Source: an optimization exercise on an open RTL-to-GDS flow (aim: small area, a short achievable clock period and few clock cycles per item). Production flows keep margins and buffers that such runs may drop. RTL that was checked went through simulation tests only; none was proved equivalent to the original. Power and IR drop assume default switching activity.

// ooo_top
module ooo_top (
   input  wire         clock,
   input  wire         reset,
   input  wire         dispatch_valid,
   input  wire  [2:0]  dispatch_op,
   input  wire  [3:0]  dispatch_rd,
   input  wire  [3:0]  dispatch_rs1,
   input  wire  [3:0]  dispatch_rs2,
   input  wire  [15:0] dispatch_imm,
   output logic        dispatch_ready,
   output logic        commit_valid,
   output logic [3:0]  commit_rd,
   output logic [31:0] commit_value
);
   localparam logic [2:0] op_li  = 3'd0;
   localparam logic [2:0] op_add = 3'd1;
   localparam logic [2:0] op_sub = 3'd2;
   localparam logic [2:0] op_and = 3'd3;
   localparam logic [2:0] op_xor = 3'd4;
   localparam logic [2:0] op_mul = 3'd5;
   localparam int         mid_w  = ooo_pkg::mid_w;
   logic [31:0]      rf [16];
   logic [15:0]      rf_set;
   logic             d_valid;
   logic             d_wait;      
   logic [2:0]       d_op;
   logic [3:0]       d_rd;
   logic [31:0]      d_a;
   logic [31:0]      d_b;
   logic             d_a_y, d_a_w, d_b_y, d_b_w;    
   logic             y_valid;
   logic [3:0]       y_rd;
   logic [mid_w-1:0] y_mid;
   logic             w_valid;
   logic [3:0]       w_rd;
   logic [31:0]      w_val;
   logic             stall;
   logic             fire;
   logic             uses;
   logic             dep_a_d, dep_a_y, dep_b_d, dep_b_y;
   logic [31:0]      rd_a, rd_b;
   logic [31:0]      xa, xb;
   logic [31:0]      alu;
   logic [mid_w-1:0] tree_mid;
   logic [mid_w-1:0] x_mid;
   logic [31:0]      y_row0;
   logic [31:0]      y_s, y_c;
  ...
For scale: about 3900 cells after synthesis, roughly 770 flip-flops.
make LEC_CHECK=0 ABC_CLOCK_PERIOD_IN_PS=3000 CAP_MARGIN=20 CORE_MARGIN=2 CORE_UTILIZATION=30 PLACE_DENSITY=0.5 SETUP_SLACK_MARGIN=4 SLEW_MARGIN=20 finish   # period 8.0 ns
run.sh (not shown) runs the stock make flow with config.mk's settings and CLKGATE_MAP_FILE= SYNTH_SCRIPT=/design/flow/synth_recipe.tcl, a recipe that flattens the netlist after the stock synthesis.
==> next run, changes <==
ABC_CLOCK_PERIOD_IN_PS = not set   (was 3000)
SETUP_SLACK_MARGIN = not set   (was 4)
Outcome: The changed run completed with no timing, DRC or antenna violations; via count drops by a few percent; utilization is lower by 1.7 points; non-clock buffer count came out lower by 103; first-iteration DRC count goes down by a few percent; power shrinks by a few percent; sequential power falls slightly.
==> next run, changes <==
SETUP_SLACK_MARGIN = 4   (was not set)
=> Final area rises by about 5%. Clock skew rises by 0.012 ns. Power rises by 5.1%. Core utilization rises by 1.7 points. Wire length rises by about 3.6%.
No functional check of the RTL was part of any run of this note.


ooo_top, a different RTL version from the one above (not shown whole).
Size in the first run: about 5100 cells after synthesis, ~890 flip-flops.
Design ooo_top, start of the top module:
module ooo_top (
   input  wire         clock,
   input  wire         reset,
   input  wire         dispatch_valid,
   input  wire  [2:0]  dispatch_op,
   input  wire  [3:0]  dispatch_rd,
   input  wire  [3:0]  dispatch_rs1,
   input  wire  [3:0]  dispatch_rs2,
   input  wire  [15:0] dispatch_imm,
   output logic        dispatch_ready,
   output logic        commit_valid,
   output logic [3:0]  commit_rd,
   output logic [31:0] commit_value
);
export LEC_CHECK = 0
export CAP_MARGIN = 20
export CORE_MARGIN = 2
export CORE_UTILIZATION = 40
export CTS_CLUSTER_DIAMETER = 80
export CTS_CLUSTER_SIZE = 25
export PLACE_DENSITY = 0.65
export SETUP_SLACK_MARGIN = 5
export SLEW_MARGIN = 20
export TNS_END_PERCENT = 5
create_clock -name core_clock -period 8.0 [get_ports {clock}]
Testbench counts at the start, summed over its fixed seeds: cycles 16,438, insts 16,000.
Next try:
- PLACE_DENSITY: 0.65 -> 0.85
- TNS_END_PERCENT: 5 -> 0
What happened: Routed wire length goes down by 9.3%. Non-clock buffer count goes down by 186. Setup slack got worse by 0.036 ns. Synthesized area is unchanged. First-iteration DRC count goes up by 18%. Clock-buffer cell count stays the same. Critical path depth goes down by 4. Total power goes down by 4.3%. Fmax goes down by 0.93%. Cell count goes down by 2.7%. Global-route usage goes down by 2.7 points.
Next try:
- CTS_CLUSTER_DIAMETER: 80 -> not set
- CTS_CLUSTER_SIZE: 25 -> not set
- PLACE_DENSITY: 0.85 -> 0.5
Result: The changed run passed the timing, DRC and antenna checks. Final cell count climbs by 1.4%. Wire length climbs by 14%. Final area climbs by 3.4%. Non-clock buffer count drops by 2.


== P ==
ooo_top, a different RTL version from the one above (not shown whole).
Size in the first run: ~900 flip-flops, about 72 I/O pins.
clock: 8.0 ns
lec_check: 0
cap_margin: 20
core_margin: 2
core_utilization: 40
cts_cluster_diameter: 80
cts_cluster_size: 30
place_density: 0.5
setup_slack_margin: 5
slew_margin: 20
tns_end_percent: 0
Setup changes, P to Q
# P
export LEC_CHECK = 0
export CAP_MARGIN = 20
export CORE_MARGIN = 2
export CORE_UTILIZATION = 40
export CTS_CLUSTER_DIAMETER = 80
export CTS_CLUSTER_SIZE = 30
export PLACE_DENSITY = 0.5
export SETUP_SLACK_MARGIN = 5
export SLEW_MARGIN = 20
export TNS_END_PERCENT = 0
create_clock -name core_clock -period 8.0 [get_ports {clock}]
# Q
export LEC_CHECK = 0
export CAP_MARGIN = 20
export CORE_MARGIN = 2
export CORE_UTILIZATION = 40
export CTS_CLUSTER_DIAMETER = 80
export CTS_CLUSTER_SIZE = 25
export PLACE_DENSITY = 0.7
export SETUP_SLACK_MARGIN = 5
export SLEW_MARGIN = 20
export TNS_END_PERCENT = 0
create_clock -name core_clock -period 8.0 [get_ports {clock}]
Findings:
- Q ended with every stage complete and zero timing, DRC or antenna violations.
- Routed wire in Q totals less than in P.
- Looking only at post-route core utilization, and setting everything else aside, the lower value of P and Q goes to Q.
- Between Q and P, the flip-flop and latch area figures differ only marginally.
- Re clock latency at the later pin of the worst-skew pair: P and Q aren't equal, and the lower value belongs to Q.
- Part of the total power dissipated in sequential elements delta for Q relative to P: 2.7 points higher
- Going from P to Q, the sequential fraction of total cell area was found to have gone up by 0.33 points.
- Status: die area parity (P, Q)
- On wire length of the first global-routing pass: between P and Q, it ends up lower for Q.
- Compared with P, Q shows signed area change from the synthesized netlist to the final layout lower by 0.89 points.
No run of this note included a check of the RTL's function; only the layout flow was run.


before:
Another version of the RTL of ooo_top (not shown whole).
Size: roughly 5000 cells after synthesis, roughly 870 flip-flops, roughly 72 I/O pins.
Settings: LEC_CHECK=0, CAP_MARGIN=20, CORE_MARGIN=2, CORE_UTILIZATION=40, PLACE_DENSITY=0.5, SETUP_SLACK_MARGIN=5, SLEW_MARGIN=20, TNS_END_PERCENT=0; clock period 8.0 ns.
#### Input delta (after over before)
Settings: SETUP_SLACK_MARGIN now 4, was 5.
Notes after the runs:
- From before to after the numbers moved as follows: global placement routability congestion moved down; part of the power in the clock network went down; clock period minus final worst setup slack saw an increase.
- Summary of the comparison: count of clock-buffer cells in the layout is lower in after, relative to before.
- Between before and after, the flow reports average wire per standard cell increasing slightly.
- Relative to before, met2 global-route usage has increased by 0.25 points in after.
- Post-layout total power was lower in after than in before.
- Comparing number of global-route vias before repair for before and after, the smaller number came from before.
- after vs. before: first-iteration DRC count decreased about 3%; multi-input combinational cell area comparable; overall die area stayed essentially flat.
No functional check of the RTL was part of any run of this note.


Another version of the RTL of ooo_top (not shown whole).
For scale: ~5000 cells after synthesis, ~880 flip-flops, ~0.051 mm^2 of cells after synthesis.
Design ooo_top, start of the top module:
module ooo_top (
   input  wire         clock,
   input  wire         reset,
   input  wire         dispatch_valid,
   input  wire  [2:0]  dispatch_op,
   input  wire  [3:0]  dispatch_rd,
   input  wire  [3:0]  dispatch_rs1,
   input  wire  [3:0]  dispatch_rs2,
   input  wire  [15:0] dispatch_imm,
   output logic        dispatch_ready,
   output logic        commit_valid,
   output logic [3:0]  commit_rd,
   output logic [31:0] commit_value
);
export LEC_CHECK = 0
export CAP_MARGIN = 20
export CORE_MARGIN = 2
export CORE_UTILIZATION = 40
export CTS_BUF_LIST = sky130_fd_sc_hd__clkbuf_4 sky130_fd_sc_hd__clkbuf_8
export PLACE_DENSITY = 0.5
export SETUP_SLACK_MARGIN = 5
export SLEW_MARGIN = 20
export TNS_END_PERCENT = 0
create_clock -name core_clock -period 8.0 [get_ports {clock}]
The first run completed with no timing, DRC or antenna violations.
Testbench counts at the start, summed over its fixed seeds: cycles 16,438, insts 16,000.
Then changed:
- CTS_BUF_LIST: sky130_fd_sc_hd__clkbuf_4 sky130_fd_sc_hd__clkbuf_8 -> unset
The new run completed without violations.
Worst hold slack is about the same.
Worst setup slack is worse by 0.024 ns.
Power came out higher by 1.7%.
Non-clock buffer count climbs by 7.
Global-route usage drops by 0.28 points.


RTL: one of the versions met above, not the one the previous note started from.
Size: ~5100 cells after synthesis, roughly 890 flip-flops, about 72 I/O pins, ~52000 sq um of cells after synthesis.
make LEC_CHECK=0 CAP_MARGIN=20 CORE_MARGIN=2 CORE_UTILIZATION=40 CTS_CLUSTER_DIAMETER=80 CTS_CLUSTER_SIZE=25 PLACE_DENSITY=0.65 SETUP_SLACK_MARGIN=5 SLEW_MARGIN=20 TNS_END_PERCENT=0 finish   # period 8.0 ns
Testbench counts at the start, summed over its fixed seeds: cycles 16,438, insts 16,000.
==> next run, changes <==
Settings changed: CORE_UTILIZATION 40 to 50, PLACE_DENSITY 0.65 to 0.7.
Outcome: The new run completed without violations. First-iteration DRC count rose by about 4.4%. Clock skew fell by 0.022 ns. Sequential cell count stays the same. Die area fell by about 20%. Routed wire length fell by about 2.6%. Register-to-register slack loses 0.08 ns. Worst setup slack loses 0.085 ns. Cell count fell by 5.5%. Clock-buffer cell count rose by 2.
==> next run, changes <==
Settings changed: CORE_UTILIZATION 50 to 40, PLACE_DENSITY 0.7 to 0.75.
The new run completed with no timing, DRC or antenna violations; non-clock buffer count rose by 2; via count rose by 2.0%; cell area rose by 0.75%; global-route usage fell by 6.7 points; total power fell by 0.83%; utilization fell by 11 points; cell count rose by 5.6%; area after synthesis stays the same; register-to-register slack improves by 0.07 ns; setup slack improves by 0.074 ns; synthesized cell count is unchanged.
==> next run, changes <==
Settings changed: GPL_ROUTABILITY_DRIVEN from default to 0, PLACE_DENSITY 0.75 to 0.5.
=>
- fmax decreases by 2.9%
- routed wire length rose by 11%
- synthesized area does not change
- synthesized cell count stays the same
- final cell count barely changes
- power increases by 5.1%
- first-iteration DRC count drops by 22%
- clock-buffer cell count rose by 5
- global-route usage increases by 3.4 points
- utilization is higher by 0.11 points
==> next run, changes <==
Settings changed: CAP_MARGIN 20 to 5, GPL_ROUTABILITY_DRIVEN 0 to default, PLACE_DENSITY 0.5 to 0.65, SLEW_MARGIN 20 to 5.
After rerunning: The new run passed the timing, DRC and antenna checks. Synthesized cell count stays the same. Design area hardly moves. Via count went up by 1.2%. Global-route usage went down by 2.5 points. Critical path depth went down by 6. Wire length went down by 8.2%. Worst setup slack improves by 0.12 ns. Core utilization hardly moves. Hold slack degrades by 0.016 ns. Clock skew stays flat. Power went down by about 4.3%.
==> next run, changes <==
Settings changed: CAP_MARGIN 5 to 20, CTS_CLUSTER_SIZE 25 to 30, PLACE_DENSITY 0.65 to 0.5, SLEW_MARGIN 5 to 20.
Result: Final cell count does not change; register-to-register slack is worse by 0.12 ns; die area does not change.


## old
Another version of the RTL of ooo_top (not shown whole).
For scale: ~4800 cells after synthesis, roughly 880 flip-flops, roughly 72 I/O pins, ~0.052 mm^2 of cells after synthesis.
make LEC_CHECK=0 CAP_MARGIN=20 CORE_MARGIN=2 CORE_UTILIZATION=55 PLACE_DENSITY=0.65 SETUP_SLACK_MARGIN=4 SLEW_MARGIN=20 TNS_END_PERCENT=0 finish   # period 8.0 ns
old: no failed stages, no open violations at the end
--- input diff old..new ---
Settings: PLACE_DENSITY now 0.5, was 0.65; CORE_UTILIZATION now 40, was 55.
## What came out
new packs its core more loosely than old.
Between old and new, wire length is higher for new, old comes in under that.
old -> new: aggregate global routing overflow delta 0, exact match
Antenna diode instance count on new is up relative to old.
No run of this note included a check of the RTL's function; only the layout flow was run.


== oak ==
ooo_top, a different RTL version from the one above (not shown whole).
Size in the first run: ~5000 cells after synthesis, about 830 flip-flops, ~72 I/O pins.
Settings: LEC_CHECK=0, CAP_MARGIN=20, CORE_MARGIN=2, CORE_UTILIZATION=40, PLACE_DENSITY=0.5, SETUP_SLACK_MARGIN=4, SLEW_MARGIN=20, TNS_END_PERCENT=20; clock period 8.0 ns.
[inputs] pine vs oak
- a change of TNS_END_PERCENT from 20 to 0
### Flow results
The final cell area excluding filler cells number comes out higher for oak vs pine.
Summary: with oak as the reference, count of clock-buffer cells in the layout in pine moved down by a few percent.
Going from oak to pine, share of cell area taken by multi-input logic gates grew by 0.19 points, final period demand of the worst path went up by 58 ps, post-synthesis net count held.
pine -> oak: post-synth design cell area flat
On average vias per placed instance, pine and oak are basically level.
Per the final summary, pine finished and its layout is clean on timing, DRC and antenna.
Function was not checked in any run of this note: the RTL went through the layout flow alone.


== build 42 ==
ooo_top, a different RTL version from the one above (not shown whole).
Size: ~4900 cells after synthesis, about 890 flip-flops, roughly 72 I/O pins, about 51000 µm² of cells after synthesis.
clock: 8.0 ns
lec_check: 0
cap_margin: 20
core_margin: 2
core_utilization: 40
cts_cluster_diameter: 80
cts_cluster_size: 30
place_density: 0.5
setup_slack_margin: 5
slew_margin: 20
tns_end_percent: 0
Build 42: PASS, flow complete, no timing, DRC or antenna violations
For build 3, these inputs were changed with respect to build 42:
Settings: removing CTS_CLUSTER_DIAMETER (formerly 80); removing CTS_CLUSTER_SIZE (formerly 30).
Between build 42 and build 3, global-route wire length before repair is lower for build 42, build 3 comes in above that. Average detailed-routed wire length per instance came out lower on build 3 than on build 42. Going from build 42 to build 3, power after layout now sits higher; final wirelength now sits higher.
No functional check of the RTL was part of any run of this note.


== run a ==
ooo_top, a different RTL version from the one above (not shown whole).
Size in the first run: about 72 I/O pins, about 50000 sq um of cells after synthesis.
Settings: LEC_CHECK=0, CAP_MARGIN=20, CORE_MARGIN=2, CORE_UTILIZATION=40, CTS_CLUSTER_DIAMETER=80, CTS_CLUSTER_SIZE=25, PLACE_DENSITY=0.75, SETUP_SLACK_MARGIN=5, SLEW_MARGIN=20, TNS_END_PERCENT=0; clock period 8.0 ns.
Testbench counts of run a, summed over its fixed seeds: cycles 16,438, insts 16,000.
Modified inputs, run b compared to run a
Settings: a change of PLACE_DENSITY from 0.75 to 0.65.
Results
- Final design instance area without fill in run b is 1.1% lower than in run a
- Comparing run b and run a, met3 track demand over resource is lower on run b.
- Diff run a -> run b: global-route usage rose by 0.74 points, average routed wire per standard cell rose by 1.5%.
- Number of setup buffers added after CTS: run b < run a
- On fmax, run b does worse than run a.
- Of run b and run a, the run reporting the lower post-layout minimum cycle time was run a.
- In terms of die area, run a and run b differ only marginally.
- For the post-detailed-route via-to-cell ratio, run b came in 1.7% lower than run a did.
- Worst setup slack in run b is 72 ps below run a.
- Run b vs run a: clock power up by a few percent

what the ideal ports hide:
In the flow no input, the clock included, has a driving cell. The finished layouts below were timed again as built, in two steps. Step 1, drivers: a clkbuf_16 drives clock and a buf_2 each remaining input, both assumed. Step 2 times the ports against the registers' clock, not the clock port: input delays grow and output delays shrink by t, the midpoint of the rising clock arrivals with the driver on. Three values: ideal, step 1, step 2; two values: the first two.
| run | t, ns | setup WS [ns] | slew at the worst register clock pin (ns) |
|---|---|---|---|
| the first run of note 1 | 0.762 | 3.318 / 3.318 / 3.318 | 0.07 / 0.07 |
| the second run of note 1 | 0.766 | 1.942 / 1.942 / 1.942 | 0.07 / 0.07 |
| the third run of note 1 | 0.762 | 3.318 / 3.318 / 3.318 | 0.07 / 0.07 |
| the first run of note 2 | 0.754 | 4.170 / 4.170 / 4.170 | 0.11 / 0.11 |
| the second run of note 2 | 0.719 | 4.134 / 4.134 / 4.134 | 0.10 / 0.10 |
| the third run of note 2 | 0.778 | 4.147 / 4.134 / 4.147 | 0.07 / 0.07 |
| P | 0.790 | 3.953 / 3.953 / 3.953 | 0.12 / 0.12 |
| Q | 0.740 | 3.903 / 3.903 / 3.903 | 0.10 / 0.10 |
| before | 0.791 | 3.987 / 3.987 / 3.987 | 0.07 / 0.07 |
| after | 0.789 | 3.969 / 3.969 / 3.969 | 0.07 / 0.07 |
| the first run of note 5 | 0.959 | 3.901 / 3.901 / 3.901 | 0.07 / 0.07 |
| the second run of note 5 | 0.782 | 3.876 / 3.876 / 3.876 | 0.07 / 0.07 |
| the first run of note 6 | 0.733 | 4.232 / 4.232 / 4.232 | 0.11 / 0.11 |
| the second run of note 6 | 0.750 | 4.147 / 4.147 / 4.147 | 0.11 / 0.11 |
| the third run of note 6 | 0.742 | 4.221 / 4.221 / 4.221 | 0.10 / 0.10 |
| the fourth run of note 6 | 0.766 | 4.107 / 4.107 / 4.107 | 0.11 / 0.11 |
| the fifth run of note 6 | 0.733 | 4.232 / 4.232 / 4.232 | 0.11 / 0.11 |
| the sixth run of note 6 | 0.762 | 4.112 / 4.112 / 4.112 | 0.12 / 0.12 |
| old | 0.738 | 3.562 / 3.562 / 3.562 | 0.07 / 0.07 |
| new | 0.786 | 3.595 / 3.574 / 3.595 | 0.07 / 0.07 |
| oak | 0.760 | 3.440 / 3.440 / 3.440 | 0.07 / 0.07 |
| pine | 0.752 | 3.382 / 3.382 / 3.382 | 0.07 / 0.07 |
| build 42 | 0.803 | 3.891 / 3.891 / 3.891 | 0.12 / 0.12 |
| build 3 | 0.786 | 3.875 / 3.875 / 3.875 | 0.07 / 0.07 |
| run a | 0.729 | 4.282 / 4.282 / 4.282 | 0.10 / 0.10 |
| run b | 0.734 | 4.210 / 4.198 / 4.210 | 0.10 / 0.10 |
After both steps setup and hold are still met in every run listed.
